This design comes from an exercise in tuning for small area on the open sky130 flow, not from production work.
In this exercise RTL edits were held to simulation tests only and were not proved equivalent to the original.
No activity file was given, so power comes from the tool's default toggle rates.

## the baseline
==> flow/design.v <==
module fifo_wr_skid #(
  parameter int DATA_WIDTH = 360,
  parameter int CNT_WIDTH  = 32
) (
  input  logic                  WR_CLK,
  input  logic                  WR_RST,
  input  logic [DATA_WIDTH-1:0] IN_DATA,
  input  logic                  IN_VALID,
  output logic                  IN_READY,
  input  logic                  FLUSH,
  output logic [DATA_WIDTH-1:0] WR_DATA,
  output logic                  WR_EN,
  input  logic                  WR_FULL,
  output logic [1:0]            BUF_CNT,
  output logic [CNT_WIDTH-1:0]  BEAT_CNT
);
  logic [DATA_WIDTH-1:0] r_e0;
  logic [DATA_WIDTH-1:0] r_e1;
  logic                  r_c1;      
  logic                  r_c2;      
  logic                  r_rdy;
  logic [CNT_WIDTH-1:0]  r_beat;
  logic                  w_accept;
  logic                  w_push;
  logic                  w_e0_hold;
  logic                  w_e0_in;
  assign w_accept = IN_VALID & r_rdy & ~FLUSH;
  assign w_push   = (r_c1 | r_c2) & ~WR_FULL & ~FLUSH & ~WR_RST;
  assign WR_EN    = w_push;
  assign WR_DATA  = r_e0;
  assign IN_READY = r_rdy;
  assign BUF_CNT  = {r_c2, r_c1};
  assign BEAT_CNT = r_beat;
  logic [DATA_WIDTH-1:0] w_cand;
  logic [DATA_WIDTH-1:0] w_e0_nxt;
  assign w_e0_hold = (r_c1 | r_c2) & WR_FULL;
  assign w_e0_in   = (r_rdy & ~r_c1) | ~WR_FULL;
  for (genvar i = 0; i < DATA_WIDTH; i++) begin : g_bit
    fifo_wr_skid_sel u_sel (
      .c2    (r_c2),
      .rdy   (r_rdy),
      .hold  (w_e0_hold),
      .load  (w_e0_in),
      .e0    (r_e0[i]),
      .e1    (r_e1[i]),
      .din   (IN_DATA[i]),
      .cand  (w_cand[i]),
      .e0_nxt(w_e0_nxt[i])
    );
  end
  always_ff @(posedge WR_CLK) begin
    r_e0 <= w_e0_nxt;
    r_e1 <= w_cand;
  end
  always_ff @(posedge WR_CLK) begin
    if (WR_RST) begin
      r_c1   <= 1'b0;
      r_c2   <= 1'b0;
      r_rdy  <= 1'b0;
    end else begin
      if (FLUSH) begin
        r_c1  <= 1'b0;
        r_c2  <= 1'b0;
        r_rdy <= 1'b1;
      end else begin
        r_c1  <= (r_c1 & (w_accept ~^ w_push)) | (~r_c1 & ~r_c2 & w_accept) | (r_c2 & w_push);
        r_c2  <= (r_c2 & ~w_push) | (r_c1 & w_accept & ~w_push);
        r_rdy <= ~((r_c2 & ~w_push) | (r_c1 & w_accept & ~w_push));
      end
    end
  end
  localparam int CNT_BLK = 8;
  logic [CNT_WIDTH-1:0] w_beat_sum;
  logic [CNT_WIDTH:0]   w_carry;
  assign w_carry[0] = w_push;
  for (genvar i = 0; i < CNT_WIDTH; i++) begin : g_cnt
    logic ci;
    if (i % CNT_BLK == 0 && i != 0) begin : g_skip
      assign ci = w_push & (&r_beat[i-1:0]);
    end else begin : g_ripple
      assign ci = w_carry[i];
    end
    fifo_wr_skid_cbit u_cbit (
      .q  (r_beat[i]),
      .ci (ci),
      .s  (w_beat_sum[i]),
      .co (w_carry[i+1])
    );
  end
  always_ff @(posedge WR_CLK) begin
    r_beat <= {CNT_WIDTH{~WR_RST}} & w_beat_sum;
  end
endmodule
module fifo_wr_skid_cbit (
  input  logic q,
  input  logic ci,
  output logic s,
  output logic co
);
  assign s  = q ^ ci;
  assign co = q & ci;
endmodule
module fifo_wr_skid_sel (
  input  logic c2,
  input  logic rdy,
  input  logic hold,
  input  logic load,
  input  logic e0,
  input  logic e1,
  input  logic din,
  output logic cand,
  output logic e0_nxt
);
  assign cand   = (c2 & e1) | (rdy & din);
  assign e0_nxt = (hold & e0) | (load & cand);
endmodule
==> flow/config.mk <==
export PLATFORM = sky130hd
export DESIGN_NAME = fifo_wr_skid
export DESIGN_NICKNAME = fifo_wr_skid
export VERILOG_FILES = /design/flow/design.v
export SDC_FILE = /design/flow/constraint.sdc
export NUM_CORES = 4
export LEC_CHECK = 0
export CAP_MARGIN = 20
export CORE_AREA = 2.3 2.72 198.26 195.84
export DIE_AREA = 0 0 200.28 200.28
export SLEW_MARGIN = 20
export SYNTH_HIERARCHICAL = 1
export SYNTH_MINIMUM_KEEP_SIZE = 0
==> flow/constraint.sdc <==
create_clock -name core_clock -period 4.0 [get_ports {WR_CLK}]
set_input_delay 0.8000 -clock core_clock [delete_from_list [all_inputs] [get_ports {WR_CLK}]]
set_output_delay 0.8000 -clock core_clock [all_outputs]
set_load 0.01 [all_outputs]
standard.sh (not shown) runs the stock make flow with config.mk's settings and CLKGATE_MAP_FILE= SYNTH_SCRIPT=/design/flow/synth_recipe.tcl, a recipe that flattens the netlist after the stock synthesis.
==> flow/flow/run.sh <==
#!/bin/bash
# The standard ORFS layout (standard.sh: standard synthesis, floorplan, place, CTS, route),
# with four changes to how the layout is made:
#  * port buffers use the smallest buffer cell instead of the flow's default pick;
#  * IO pins may sit on adjacent routing tracks, so the smaller die still fits every pin;
#  * the floorplan step only removes synthesis buffers instead of repairing timing before
#    placement (without placement the unbuffered 360-load select nets look far too slow and
#    the repair upsizes cells that are fast enough once the nets are buffered);
#  * CTS uses clkbuf_8 leaf buffers in clusters of up to 18 sinks and inserts no dummy loads.
set -euo pipefail
bash standard.sh \
  'BUFFER_PORTS_ARGS=-buffer_cell sky130_fd_sc_hd__buf_1' \
  'PLACE_PINS_ARGS=-min_distance 1 -min_distance_in_tracks' \
  REMOVE_ABC_BUFFERS=1 \
  'CTS_ARGS=-sink_clustering_enable -repair_clock_nets -dont_use_dummy_load -buf_list sky130_fd_sc_hd__clkbuf_8 -sink_clustering_size 18 -sink_clustering_max_diameter 80' \
  finish > standard_flow.log 2>&1
Input changes introduced in the candidate (baseline for comparison: the baseline):
--- a/flow/design.v
+++ b/flow/design.v
@@ -69,14 +69,14 @@
       end
     end
   end
-  localparam int CNT_BLK = 8;
+  localparam int CNT_LO = CNT_WIDTH / 2;
   logic [CNT_WIDTH-1:0] w_beat_sum;
   logic [CNT_WIDTH:0]   w_carry;
   assign w_carry[0] = w_push;
   for (genvar i = 0; i < CNT_WIDTH; i++) begin : g_cnt
     logic ci;
-    if (i % CNT_BLK == 0 && i != 0) begin : g_skip
-      assign ci = w_push & (&r_beat[i-1:0]);
+    if (i == CNT_LO) begin : g_skip
+      assign ci = w_push & (&r_beat[CNT_LO-1:0]);
     end else begin : g_ripple
       assign ci = w_carry[i];
     end
[summary]
- The baseline → the candidate: final critical-path setup slack decreased 0.85 ns, wire length of the first global-routing pass dropped 1.8%, power did not really move.
- Relative to the baseline, worst endpoint data arrival time increased by 0.85 ns in the candidate.
- ~same final area in the baseline and the candidate
- Worst-skew pair later-pin latency was higher in the run labelled the candidate.
- Looking at worst hold slack, the candidate sits below the baseline.
- Critical path depth delta for the candidate relative to the baseline: 7 higher

========
## v6
fifo_wr_skid with an RTL version that a note above also has.
Size: roughly 1600 cells after synthesis, about 760 flip-flops, ~760 I/O pins, roughly 22000 um^2 of cells after synthesis.
==> module fifo_wr_skid, before the edit <==
module fifo_wr_skid #(
  parameter int DATA_WIDTH = 360,
  parameter int CNT_WIDTH  = 32
) (
  input  logic                  WR_CLK,
  input  logic                  WR_RST,
  input  logic [DATA_WIDTH-1:0] IN_DATA,
  input  logic                  IN_VALID,
  output logic                  IN_READY,
  input  logic                  FLUSH,
  output logic [DATA_WIDTH-1:0] WR_DATA,
  output logic                  WR_EN,
  input  logic                  WR_FULL,
  output logic [1:0]            BUF_CNT,
  output logic [CNT_WIDTH-1:0]  BEAT_CNT
);
  logic [DATA_WIDTH-1:0] r_e0;
  logic [DATA_WIDTH-1:0] r_e1;
  logic                  r_c1;      
  logic                  r_c2;      
  logic                  r_rdy;
  logic [CNT_WIDTH-1:0]  r_beat;
  logic                  w_accept;
  logic                  w_push;
  logic                  w_e0_hold;
  logic                  w_e0_in;
  assign w_accept = IN_VALID & r_rdy & ~FLUSH;
  assign w_push   = (r_c1 | r_c2) & ~WR_FULL & ~FLUSH & ~WR_RST;
  assign WR_EN    = w_push;
  assign WR_DATA  = r_e0;
  assign IN_READY = r_rdy;
  assign BUF_CNT  = {r_c2, r_c1};
  assign BEAT_CNT = r_beat;
  logic [DATA_WIDTH-1:0] w_cand;
  logic [DATA_WIDTH-1:0] w_e0_nxt;
  assign w_e0_hold = (r_c1 | r_c2) & WR_FULL;
  assign w_e0_in   = (r_rdy & ~r_c1) | ~WR_FULL;
  for (genvar i = 0; i < DATA_WIDTH; i++) begin : g_bit
    fifo_wr_skid_sel u_sel (
      .c2    (r_c2),
      .rdy   (r_rdy),
      .hold  (w_e0_hold),
      .load  (w_e0_in),
      .e0    (r_e0[i]),
      .e1    (r_e1[i]),
      .din   (IN_DATA[i]),
      .cand  (w_cand[i]),
      .e0_nxt(w_e0_nxt[i])
    );
  end
  always_ff @(posedge WR_CLK) begin
    r_e0 <= w_e0_nxt;
    r_e1 <= w_cand;
  end
  always_ff @(posedge WR_CLK) begin
    if (WR_RST) begin
      r_c1   <= 1'b0;
      r_c2   <= 1'b0;
      r_rdy  <= 1'b0;
    end else begin
      if (FLUSH) begin
        r_c1  <= 1'b0;
        r_c2  <= 1'b0;
        r_rdy <= 1'b1;
      end else begin
        r_c1  <= (r_c1 & (w_accept ~^ w_push)) | (~r_c1 & ~r_c2 & w_accept) | (r_c2 & w_push);
        r_c2  <= (r_c2 & ~w_push) | (r_c1 & w_accept & ~w_push);
        r_rdy <= ~((r_c2 & ~w_push) | (r_c1 & w_accept & ~w_push));
      end
    end
  end
  localparam int CNT_LO = CNT_WIDTH / 2;
  logic [CNT_WIDTH-1:0] w_beat_sum;
  logic [CNT_WIDTH:0]   w_carry;
  assign w_carry[0] = w_push;
  for (genvar i = 0; i < CNT_WIDTH; i++) begin : g_cnt
    logic ci;
    if (i == CNT_LO) begin : g_skip
      assign ci = w_push & (&r_beat[CNT_LO-1:0]);
    end else begin : g_ripple
      assign ci = w_carry[i];
    end
    fifo_wr_skid_cbit u_cbit (
      .q  (r_beat[i]),
      .ci (ci),
      .s  (w_beat_sum[i]),
      .co (w_carry[i+1])
    );
  end
  always_ff @(posedge WR_CLK) begin
    r_beat <= {CNT_WIDTH{~WR_RST}} & w_beat_sum;
  end
endmodule
==> module fifo_wr_skid_cbit, before the edit <==
module fifo_wr_skid_cbit (
  input  logic q,
  input  logic ci,
  output logic s,
  output logic co
);
  assign s  = q ^ ci;
  assign co = q & ci;
endmodule
==> flow/config.mk <==
export PLATFORM = sky130hd
export DESIGN_NAME = fifo_wr_skid
export DESIGN_NICKNAME = fifo_wr_skid
export VERILOG_FILES = /design/flow/design.v
export SDC_FILE = /design/flow/constraint.sdc
export NUM_CORES = 4
export LEC_CHECK = 0
export CAP_MARGIN = 20
export CORE_AREA = 2.3 2.72 198.26 195.84
export DIE_AREA = 0 0 200.28 200.28
export SLEW_MARGIN = 20
export SYNTH_HIERARCHICAL = 1
export SYNTH_MINIMUM_KEEP_SIZE = 0
==> flow/constraint.sdc <==
create_clock -name core_clock -period 4.0 [get_ports {WR_CLK}]
set_input_delay 0.8000 -clock core_clock [delete_from_list [all_inputs] [get_ports {WR_CLK}]]
set_output_delay 0.8000 -clock core_clock [all_outputs]
set_load 0.01 [all_outputs]
==> flow/flow/run.sh <==
#!/bin/bash
# The standard ORFS layout (standard.sh: standard synthesis, floorplan, place, CTS, route),
# with three changes to how the layout is made:
#  * port buffers use the smallest buffer cell instead of the flow's default pick;
#  * IO pins may sit on adjacent routing tracks, so the smaller die still fits every pin;
#  * CTS uses clkbuf_8 leaf buffers in clusters of up to 18 sinks and inserts no dummy loads.
set -euo pipefail
bash standard.sh \
  'BUFFER_PORTS_ARGS=-buffer_cell sky130_fd_sc_hd__buf_1' \
  'PLACE_PINS_ARGS=-min_distance 1 -min_distance_in_tracks' \
  'CTS_ARGS=-sink_clustering_enable -repair_clock_nets -dont_use_dummy_load -buf_list sky130_fd_sc_hd__clkbuf_8 -sink_clustering_size 18 -sink_clustering_max_diameter 80' \
  finish > standard_flow.log 2>&1
Setup changes, v6 to v7
==> flow/design.v, changed modules only <==
module fifo_wr_skid #(
  parameter int DATA_WIDTH = 360,
  parameter int CNT_WIDTH  = 32
) (
  input  logic                  WR_CLK,
  input  logic                  WR_RST,
  input  logic [DATA_WIDTH-1:0] IN_DATA,
  input  logic                  IN_VALID,
  output logic                  IN_READY,
  input  logic                  FLUSH,
  output logic [DATA_WIDTH-1:0] WR_DATA,
  output logic                  WR_EN,
  input  logic                  WR_FULL,
  output logic [1:0]            BUF_CNT,
  output logic [CNT_WIDTH-1:0]  BEAT_CNT
);
  logic [DATA_WIDTH-1:0] r_e0;
  logic [DATA_WIDTH-1:0] r_e1;
  logic                  r_c1;      
  logic                  r_c2;      
  logic                  r_rdy;
  logic [CNT_WIDTH-1:0]  r_beat;
  logic                  w_accept;
  logic                  w_push;
  logic                  w_e0_hold;
  logic                  w_e0_in;
  assign w_accept = IN_VALID & r_rdy & ~FLUSH;
  assign w_push   = (r_c1 | r_c2) & ~WR_FULL & ~FLUSH & ~WR_RST;
  assign WR_EN    = w_push;
  assign WR_DATA  = r_e0;
  assign IN_READY = r_rdy;
  assign BUF_CNT  = {r_c2, r_c1};
  assign BEAT_CNT = r_beat;
  logic [DATA_WIDTH-1:0] w_cand;
  logic [DATA_WIDTH-1:0] w_e0_nxt;
  assign w_e0_hold = (r_c1 | r_c2) & WR_FULL;
  assign w_e0_in   = (r_rdy & ~r_c1) | ~WR_FULL;
  for (genvar i = 0; i < DATA_WIDTH; i++) begin : g_bit
    fifo_wr_skid_sel u_sel (
      .c2    (r_c2),
      .rdy   (r_rdy),
      .hold  (w_e0_hold),
      .load  (w_e0_in),
      .e0    (r_e0[i]),
      .e1    (r_e1[i]),
      .din   (IN_DATA[i]),
      .cand  (w_cand[i]),
      .e0_nxt(w_e0_nxt[i])
    );
  end
  always_ff @(posedge WR_CLK) begin
    r_e0 <= w_e0_nxt;
    r_e1 <= w_cand;
  end
  always_ff @(posedge WR_CLK) begin
    if (WR_RST) begin
      r_c1   <= 1'b0;
      r_c2   <= 1'b0;
      r_rdy  <= 1'b0;
      r_beat <= '0;
    end else begin
      if (FLUSH) begin
        r_c1  <= 1'b0;
        r_c2  <= 1'b0;
        r_rdy <= 1'b1;
      end else begin
        r_c1  <= (r_c1 & (w_accept ~^ w_push)) | (~r_c1 & ~r_c2 & w_accept) | (r_c2 & w_push);
        r_c2  <= (r_c2 & ~w_push) | (r_c1 & w_accept & ~w_push);
        r_rdy <= ~((r_c2 & ~w_push) | (r_c1 & w_accept & ~w_push));
      end
      if (w_push) begin
        r_beat <= r_beat + {{(CNT_WIDTH-1){1'b0}}, 1'b1};
      end
    end
  end
endmodule
// module fifo_wr_skid_cbit removed
Results
Comparing v6 with v7, the power came out essentially unchanged.
Of the two candidates, v6 has the better netlist area before placement and v7 the worse one.
For the detailed-route vias per instance, v7 came in 1.6% higher than v6 did.
v6 reports its master of the slowest instance on the critical path as sky130_fd_sc_hd__dfxtp_1 while v7 reports sky130_fd_sc_hd__nor2_1.
v6: all stages complete, timing, DRC and antenna checks passed
v7 reached the end of the flow, and the finished layout is clean on the timing, design-rule and antenna checks.
v7 has more setup slack than v6.
When v7 is set beside v6, its worst setup slack after placement turns out to be 0.87 ns larger.
Between v6 and v7, the flow reports wire length increasing slightly.
Relative to v6, part of the power in registers has gone up in v7.
v7: critical path depth 17 below v6
Summary of v7 over v6: maximum clock path buffer count held steady, minimum clock period after layout now smaller, cell area after placement now sits lower.

## what the ideal ports hide
The flow's constraints put no driver on any port. The routed layouts listed below were extracted and timed again, unchanged, in two steps.
Step 1 (the two cells are an assumption about what drives the block):
set clk [get_ports {WR_CLK}]
set_driving_cell -lib_cell sky130_fd_sc_hd__clkbuf_16 $clk
set_driving_cell -lib_cell sky130_fd_sc_hd__buf_2 [delete_from_list [all_inputs] $clk]
Step 2, shift: input delay + t, output delay - t, t = (earliest + latest rising clock arrival at the registers) / 2. This alone moves slack from input paths to output paths.
Slacks: ideal ports / drivers / drivers and shift; pairs: ideal ports / drivers.
run | shift t [ns] | setup slack, ns | clock arrival spread, ns | cell pins on the clock port's net
the baseline | 0.687 | 0.979 / 1.011 / 0.324 | 0.036 / 0.036 | 1
the candidate | 0.702 | 0.131 / 0.131 / -0.517 | 0.048 / 0.049 | 1
v6 | 0.692 | 0.379 / 0.379 / -0.075 | 0.034 / 0.034 | 1
v7 | 0.697 | 0.860 / 0.808 / 0.797 | 0.035 / 0.034 | 1
With both steps, setup timing fails in the candidate and v6, where it was met with ideal ports. For the baseline, which loses most, drivers alone change the setup slack by +0.032 ns; drivers and shift together by -0.655 ns.
